Context: an optimization exercise on an open-source flow, tuned for small area. The choices shown serve that exercise and are no tape-out recipe. Only simulation tests tie the RTL to the original design; equivalence was not proved. No activity file was given, so power comes from the tool's default toggle rates.

run a:
==> flow/design.v <==
`default_nettype none
package tlc_pkg;
    localparam int LANES = 30;
    localparam int FC_BITS = 48;
    localparam int SEGMENT_LAST = 512;
    localparam int MUX_ROWS = 8;
    localparam int FCWRTEN_LEN = 15;
    localparam int READFC_LEN = 11;
    localparam int WRTFC_LEN = 5;
    localparam int WRTGS_LEN = 1;
    localparam int LATGS_LEN = 3;
    localparam int DUMP_PAUSE = 5;
    typedef logic [LANES-1:0] gs_word_t;
    typedef logic [FC_BITS-1:0] fc_config_t;
    typedef struct packed {
        logic sclk;
        logic gclk;
        logic lat;
        logic [LANES-1:0] sin;
    } driver_pins_t;
    typedef enum logic [3:0] {
        STALL = 4'd0,
        PREPARE_CONFIG = 4'd1,
        CONFIG = 4'd2,
        STREAM = 4'd3,
        LOD = 4'd4,
        PREPARE_DUMP_CONFIG = 4'd5,
        DUMP_CONFIG = 4'd6,
        WRTFC_TIMING = 4'd7,
        WAIT_FOR_NEXT_SLICE = 4'd8
    } drv_state_t;
endpackage
`default_nettype wire
`timescale 1ns/1ps
`default_nettype none
module tlc_lane_sel (
    input  logic [15:0] sel,
    input  logic [15:0] d,
    input  logic        c,
    output logic        y
);
    logic [5:0] yn;
    logic y012;
    for (genvar k = 0; k < 5; k++) begin : g_aoi
        tlc_aoi222 u_aoi (
            .a1(sel[3*k]),   .b1(d[3*k]),
            .a2(sel[3*k+1]), .b2(d[3*k+1]),
            .a3(sel[3*k+2]), .b3(d[3*k+2]),
            .y(yn[k])
        );
    end
    tlc_aoi21 u_last (.a1(sel[15]), .a2(d[15]), .b1(c), .y(yn[5]));
    tlc_and3 u_and (.a(yn[0]), .b(yn[1]), .c(yn[2]), .y(y012));
    tlc_nand4 u_nand (.a(y012), .b(yn[3]), .c(yn[4]), .d(yn[5]), .y(y));
endmodule
module tlc_aoi222 (
    input  logic a1, b1, a2, b2, a3, b3,
    output logic y
);
    assign y = !((a1 && b1) || (a2 && b2) || (a3 && b3));
endmodule
module tlc_aoi21 (
    input  logic a1, a2, b1,
    output logic y
);
    assign y = !((a1 && a2) || b1);
endmodule
module tlc_and3 (
    input  logic a, b, c,
    output logic y
);
    assign y = a && b && c;
endmodule
module tlc_nand4 (
    input  logic a, b, c, d,
    output logic y
);
    assign y = !(a && b && c && d);
endmodule
`default_nettype wire
`timescale 1ns/1ps
`default_nettype none
module tlc_driver_top (
    input  logic                  clk,
    input  logic                  nrst,
    input  logic                  clk_enable,
    input  logic                  gs_valid,
    input  tlc_pkg::gs_word_t     gs_word,
    output logic                  gs_credit,
    input  logic                  cfg_valid,
    input  tlc_pkg::fc_config_t   cfg_word,
    output logic                  cfg_credit,
    input  logic                  position_sync,
    input  logic                  driver_sout,
    output tlc_pkg::driver_pins_t pins,
    output logic                  column_ready,
    output logic                  config_match,
    output logic                  underrun
);
    localparam int LANES = tlc_pkg::LANES;
    localparam int FC_BITS = tlc_pkg::FC_BITS;
    localparam int GS_DEPTH = 16;
    localparam logic [3:0] S_STALL  = 4'b1000;
    localparam logic [3:0] S_PC     = 4'b0100;   
    localparam logic [3:0] S_CFG    = 4'b0010;   
    localparam logic [3:0] S_WRT    = 4'b0000;   
    localparam logic [3:0] S_PDC    = 4'b0101;   
    localparam logic [3:0] S_DUMP   = 4'b0011;   
    localparam logic [3:0] S_LOD    = 4'b0001;
    localparam logic [3:0] S_WAIT   = 4'b1001;
    localparam logic [3:0] S_STREAM = 4'b1010;
    localparam logic [5:0] C_PC    = 6'd49;
    localparam logic [5:0] C_DATA  = 6'd15;
    localparam logic [5:0] C_WRT   = 6'd58;
    localparam logic [5:0] C_PDC   = 6'd53;
    localparam logic [5:0] C_DUMP  = 6'd11;
    localparam logic [5:0] C_BLANK = 6'd56;   
    logic [3:0] state;
    logic [5:0] cnt;
    logic [3:0] wcnt;    
    logic [2:0] row;
    tlc_pkg::gs_word_t gs_mem [GS_DEPTH];
    logic [4:0] gs_cnt;
    logic gs_present;
    logic gs_pop;
    always_ff @(posedge clk) begin
        if (gs_valid) begin
            gs_mem[0] <= gs_word;
            for (int i = 1; i < GS_DEPTH; i++) begin
                gs_mem[i] <= gs_mem[i-1];
            end
        end
    end
    tlc_pkg::fc_config_t cfg_e0, cfg_e1;
    logic [1:0] cfg_cnt;
    logic cfg_present;
    logic cfg_pop;
    always_ff @(posedge clk) begin
        if (cfg_valid) begin
            cfg_e0 <= cfg_word;
            cfg_e1 <= cfg_e0;
        end
    end
    assign cfg_present = (cfg_cnt != '0);
    logic [FC_BITS-1:0] act;
    logic [FC_BITS-1:0] act_n;
    logic [FC_BITS-1:0] act_n_d;
    logic ld1, ld0, hold;
    assign ld1 = cfg_pop && cfg_cnt[1];
    assign ld0 = cfg_pop && !cfg_cnt[1];
    assign hold = !cfg_pop;
    assign act = ~act_n;
    for (genvar k = 0; k < FC_BITS; k++) begin : g_act
        tlc_aoi222 u_act (
            .a1(ld1),  .b1(cfg_e1[FC_BITS-1-k]),
            .a2(ld0),  .b2(cfg_e0[FC_BITS-1-k]),
            .a3(hold), .b3(act[k]),
            .y(act_n_d[k])
        );
    end
    always_ff @(posedge clk) begin
        act_n <= act_n_d;
    end
    logic is_stall, is_pc, is_cfg, is_pdc, is_dump, is_lod, is_wait, is_stream;
    assign is_stall  = state[3] && !state[1] && !state[0];
    assign is_pc     = state[2] && !state[0];
    assign is_cfg    = !state[3] && state[1] && !state[0];
    assign is_pdc    = state[2] && state[0];
    assign is_dump   = !state[3] && state[1] && state[0];
    assign is_lod    = !state[3] && !state[2] && !state[1] && state[0];
    assign is_wait   = state[3] && state[0];
    assign is_stream = state[3] && state[1];
    logic cend;
    logic data;
    logic word;
    logic last_word;
    logic load;
    assign cend = &cnt;
    assign data = cnt[5] | cnt[4];
    assign word = (wcnt >= 4'd2);
    assign last_word = (wcnt == 4'd10);
    assign load = cfg_present && state[3];
    assign cfg_pop = clk_enable && load;
    always_ff @(posedge clk or negedge nrst) begin
        if (!nrst) begin
            state <= S_STALL;
        end else if (clk_enable) begin
            if (load) begin
                state <= S_PC;
            end else begin
                case (state)
                    S_PC:     if (cend) state <= S_CFG;
                    S_CFG:    if (cend) state <= S_WRT;
                    S_WRT:    if (cend) state <= S_PDC;
                    S_PDC:    if (cend) state <= S_DUMP;
                    S_DUMP:   if (cend) state <= S_LOD;
                    S_LOD:    state <= S_WAIT;
                    S_WAIT:   if (position_sync) state <= S_STREAM;
                    S_STREAM: if (cend && last_word && row == 3'd7) state <= S_WAIT;
                    default:  state <= S_STALL;
                endcase
            end
        end
    end
    always_ff @(posedge clk) begin
        if (clk_enable) begin
            cnt <= cnt + 1'b1;
            if (load) begin
                cnt <= C_PC;
            end else begin
                case (state)
                    S_PC:  if (cend) cnt <= C_DATA;
                    S_CFG: if (cend) cnt <= C_WRT;
                    S_WRT: if (cend) cnt <= C_PDC;
                    S_PDC: if (cend) cnt <= C_DUMP;
                    S_WAIT: begin
                        cnt <= C_BLANK;
                        wcnt <= '0;
                        row <= '0;
                    end
                    S_STREAM: begin
                        if (cend) begin
                            if (last_word) begin
                                cnt <= C_BLANK;
                                wcnt <= '0;
                                row <= row + 1'b1;
                            end else begin
                                if (wcnt != '0) cnt <= C_DATA;
                                wcnt <= wcnt + 1'b1;
                            end
                        end
                    end
                    default: begin
                    end
                endcase
            end
        end
    end
    logic [63:0] sel_vec;
    logic cfg_bit;
    logic mism;
    assign sel_vec = {act, 16'b0};
    assign cfg_bit = sel_vec[cnt];
    always_ff @(posedge clk) begin
        if (clk_enable && is_dump && data) begin
            mism <= ((cnt == 6'd16) ? 1'b0 : mism) | (cfg_bit ^ driver_sout);
        end
    end
    always_ff @(posedge clk or negedge nrst) begin
        if (!nrst) begin
            config_match <= 1'b0;
        end else if (cfg_pop) begin
            config_match <= 1'b0;
        end else if (is_lod) begin
            config_match <= !mism;
        end
    end
    logic sclk_en;
    logic gclk_en;
    logic lat_req;
    logic take;
    assign take = is_stream && word && data;
    assign sclk_en = state[2] || (!state[3] && state[1] && data) || take;
    assign gclk_en = is_stream && !(wcnt == 4'd0 && cnt == C_BLANK);
    assign lat_req = state[2]
                     || (is_cfg && cnt >= 6'd59)
                     || (is_stream && word && cend)
                     || (is_stream && last_word && cnt >= 6'd61);
    assign gs_pop = clk_enable && take && gs_present;
    logic [GS_DEPTH-1:0] gs_rd;
    logic [3:0] rd_lo;
    logic [3:0] rd_hi;
    assign gs_present = (gs_cnt != '0);
    always_comb begin
        for (int k = 0; k < 4; k++) begin
            rd_lo[k] = (gs_cnt[1:0] == 2'(k + 1));   
        end
        for (int g = 0; g < 4; g++) begin
            rd_hi[g] = take && ((5'(gs_cnt - 1'b1) >> 2) == 5'(g));
        end
        for (int i = 0; i < GS_DEPTH; i++) begin
            gs_rd[i] = rd_hi[i / 4] && rd_lo[i % 4];
        end
    end
    always_ff @(posedge clk or negedge nrst) begin
        if (!nrst) begin
            gs_cnt <= '0;
        end else begin
            gs_cnt <= gs_cnt + 5'(gs_valid) - 5'(gs_pop);
        end
    end
    logic cfg_out;
    tlc_pkg::gs_word_t lanes;
    assign cfg_out = is_cfg && cfg_bit;
    for (genvar j = 0; j < LANES; j++) begin : g_lane
        logic [GS_DEPTH-1:0] col;
        for (genvar i = 0; i < GS_DEPTH; i++) begin : g_col
            assign col[i] = gs_mem[i][j];
        end
        tlc_lane_sel u_sel (.sel(gs_rd), .d(col), .c(cfg_out), .y(lanes[j]));
    end
    assign pins.sclk = sclk_en && clk_enable;
    assign pins.gclk = gclk_en && clk_enable;
    assign pins.lat = lat_req;
    assign pins.sin = lanes;
    assign column_ready = clk_enable && is_stream && last_word && cend;
    always_ff @(posedge clk or negedge nrst) begin
        if (!nrst) begin
            cfg_cnt <= '0;
            gs_credit <= 1'b0;
            cfg_credit <= 1'b0;
            underrun <= 1'b0;
        end else begin
            cfg_cnt <= cfg_cnt + 2'(cfg_valid) - 2'(cfg_pop);
            gs_credit <= gs_pop;
            cfg_credit <= cfg_pop;
            if (clk_enable && take && !gs_present) begin
                underrun <= 1'b1;
            end
        end
    end
endmodule
`default_nettype wire
export LEC_CHECK = 0
export CAP_MARGIN = 20
export CORE_MARGIN = 2
export CORE_UTILIZATION = 75
export SLEW_MARGIN = 20
export SYNTH_HIERARCHICAL = 1
create_clock -name core_clock -period 10.0 [get_ports {clk}]
standard.sh (not shown) runs the stock make flow with config.mk's settings and CLKGATE_MAP_FILE= SYNTH_SCRIPT=/design/flow/synth_recipe.tcl, a recipe that flattens the netlist after the stock synthesis.
==> flow/flow/run.sh <==
#!/bin/bash
# Standard ORFS layout with smaller port buffers and no CTS dummy loads.
set -euo pipefail
bash standard.sh \
  'BUFFER_PORTS_ARGS=-buffer_cell sky130_fd_sc_hd__buf_1' \
  'CTS_ARGS=-sink_clustering_enable -repair_clock_nets -dont_use_dummy_load -buf_list sky130_fd_sc_hd__clkbuf_8 -sink_clustering_size 18 -sink_clustering_max_diameter 45' \
  finish > standard_flow.log 2>&1
The inputs of run b differ from those of run a as listed below.
diff --git a/flow/design.v b/flow/design.v
--- a/flow/design.v
+++ b/flow/design.v
@@ -38,28 +38,34 @@
     input  logic [15:0] d,
     input  logic        c,
     output logic        y
 );
-    logic [5:0] yn;
-    logic y012;
+    logic [4:0] yn;
     for (genvar k = 0; k < 5; k++) begin : g_aoi
         tlc_aoi222 u_aoi (
             .a1(sel[3*k]),   .b1(d[3*k]),
             .a2(sel[3*k+1]), .b2(d[3*k+1]),
             .a3(sel[3*k+2]), .b3(d[3*k+2]),
             .y(yn[k])
         );
     end
-    tlc_aoi21 u_last (.a1(sel[15]), .a2(d[15]), .b1(c), .y(yn[5]));
-    tlc_and3 u_and (.a(yn[0]), .b(yn[1]), .c(yn[2]), .y(y012));
-    tlc_nand4 u_nand (.a(y012), .b(yn[3]), .c(yn[4]), .d(yn[5]), .y(y));
+    tlc_lane_tail u_tail (.yn(yn[4:0]), .s(sel[15]), .d(d[15]), .c(c), .y(y));
 endmodule
 module tlc_aoi222 (
     input  logic a1, b1, a2, b2, a3, b3,
     output logic y
 );
     assign y = !((a1 && b1) || (a2 && b2) || (a3 && b3));
 endmodule
+module tlc_lane_tail (
+    input  logic [4:0] yn,
+    input  logic       s,
+    input  logic       d,
+    input  logic       c,
+    output logic       y
+);
+    assign y = !(&yn) || (s && d) || c;
+endmodule
 module tlc_aoi21 (
     input  logic a1, a2, b1,
     output logic y
 );
@@ -114,14 +120,15 @@
     localparam logic [5:0] C_WRT   = 6'd58;
     localparam logic [5:0] C_PDC   = 6'd53;
     localparam logic [5:0] C_DUMP  = 6'd11;
     localparam logic [5:0] C_BLANK = 6'd56;   
+    localparam logic [3:0] W_FIRST = 4'd5;    
     logic [3:0] state;
     logic [5:0] cnt;
     logic [3:0] wcnt;    
     logic [2:0] row;
     tlc_pkg::gs_word_t gs_mem [GS_DEPTH];
-    logic [4:0] gs_cnt;
+    logic [4:0] gs_last;   
     logic gs_present;
     logic gs_pop;
     always_ff @(posedge clk) begin
         if (gs_valid) begin
@@ -176,10 +183,12 @@
     logic last_word;
     logic load;
     assign cend = &cnt;
     assign data = cnt[5] | cnt[4];
-    assign word = (wcnt >= 4'd2);
-    assign last_word = (wcnt == 4'd10);
+    logic first_blank;
+    assign first_blank = !wcnt[3] && !wcnt[1];
+    assign word = wcnt[3] || (wcnt[1] && wcnt[0]);
+    assign last_word = &wcnt;
     assign load = cfg_present && state[3];
     assign cfg_pop = clk_enable && load;
     always_ff @(posedge clk or negedge nrst) begin
         if (!nrst) begin
@@ -214,19 +223,19 @@
                     S_WRT: if (cend) cnt <= C_PDC;
                     S_PDC: if (cend) cnt <= C_DUMP;
                     S_WAIT: begin
                         cnt <= C_BLANK;
-                        wcnt <= '0;
+                        wcnt <= W_FIRST;
                         row <= '0;
                     end
                     S_STREAM: begin
                         if (cend) begin
                             if (last_word) begin
                                 cnt <= C_BLANK;
-                                wcnt <= '0;
+                                wcnt <= W_FIRST;
                                 row <= row + 1'b1;
                             end else begin
-                                if (wcnt != '0) cnt <= C_DATA;
+                                if (!first_blank) cnt <= C_DATA;
                                 wcnt <= wcnt + 1'b1;
                             end
                         end
                     end
@@ -241,10 +250,12 @@
     logic mism;
     assign sel_vec = {act, 16'b0};
     assign cfg_bit = sel_vec[cnt];
     always_ff @(posedge clk) begin
-        if (clk_enable && is_dump && data) begin
-            mism <= ((cnt == 6'd16) ? 1'b0 : mism) | (cfg_bit ^ driver_sout);
+        if (clk_enable && is_pdc) begin
+            mism <= 1'b0;
+        end else if (clk_enable && is_dump && data) begin
+            mism <= mism | (cfg_bit ^ driver_sout);
         end
     end
     always_ff @(posedge clk or negedge nrst) begin
         if (!nrst) begin
@@ -260,34 +271,26 @@
     logic lat_req;
     logic take;
     assign take = is_stream && word && data;
     assign sclk_en = state[2] || (!state[3] && state[1] && data) || take;
-    assign gclk_en = is_stream && !(wcnt == 4'd0 && cnt == C_BLANK);
+    assign gclk_en = is_stream && !(first_blank && cnt == C_BLANK);
     assign lat_req = state[2]
                      || (is_cfg && cnt >= 6'd59)
                      || (is_stream && word && cend)
                      || (is_stream && last_word && cnt >= 6'd61);
     assign gs_pop = clk_enable && take && gs_present;
     logic [GS_DEPTH-1:0] gs_rd;
-    logic [3:0] rd_lo;
-    logic [3:0] rd_hi;
-    assign gs_present = (gs_cnt != '0);
+    assign gs_present = !gs_last[4];
     always_comb begin
-        for (int k = 0; k < 4; k++) begin
-            rd_lo[k] = (gs_cnt[1:0] == 2'(k + 1));   
-        end
-        for (int g = 0; g < 4; g++) begin
-            rd_hi[g] = take && ((5'(gs_cnt - 1'b1) >> 2) == 5'(g));
-        end
         for (int i = 0; i < GS_DEPTH; i++) begin
-            gs_rd[i] = rd_hi[i / 4] && rd_lo[i % 4];
+            gs_rd[i] = take && (gs_last == 5'(i));
         end
     end
     always_ff @(posedge clk or negedge nrst) begin
         if (!nrst) begin
-            gs_cnt <= '0;
+            gs_last <= '1;
         end else begin
-            gs_cnt <= gs_cnt + 5'(gs_valid) - 5'(gs_pop);
+            gs_last <= gs_last + 5'(gs_valid) - 5'(gs_pop);
         end
     end
     logic cfg_out;
     tlc_pkg::gs_word_t lanes;
- Diff run a -> run b | placed cell area | down slightly
- Run b vs run a, maximum frequency went up by about 3%.
- met4 as the highest routed metal layer was reported by run b, and met5 by run a.
- Run a vs run b, capture point of the critical path: pins[11] vs pins[18]
- Compared with run a, run b shows a area after synthesis that is about 1.4% lower.
- Compared with run a, in run b global-route wire length before repair moved down, routed wire length moved down, fraction of the cycle the final worst path needs moved down, total power moved down, area added between synthesis and finish moved up.

==> port drivers added, routing unchanged <==
How much do the figures lean on ideal ports? The routed layouts below were timed once more, with nothing changed but the port constraints.
Step 1: set_driving_cell puts a clkbuf_16 on clk and a buf_2 on each other input, an assumption about the parent block.
Step 2 moves the port delays by t, midway between the first and last clock arrival at a register: inputs arrive t later, outputs are due t later. That takes back most of the time a late clock gives input paths.
Three values: no drivers, after step 1, after step 2; two values: the first two.
run | shift t [ns] | slack for setup (ns) | worst hold slack (ns) | worst setup path after step 2 | worst register clock-pin slew, ns
run a | 0.649 | 3.636 / 3.588 / 4.237 | 0.402 / 0.402 / 0.402 | register to output | 0.11 / 0.11
run b | 0.623 | 3.827 / 3.777 / 4.401 | 0.414 / 0.414 / 0.414 | register to output | 0.11 / 0.11
After both steps every run listed still meets setup and hold.
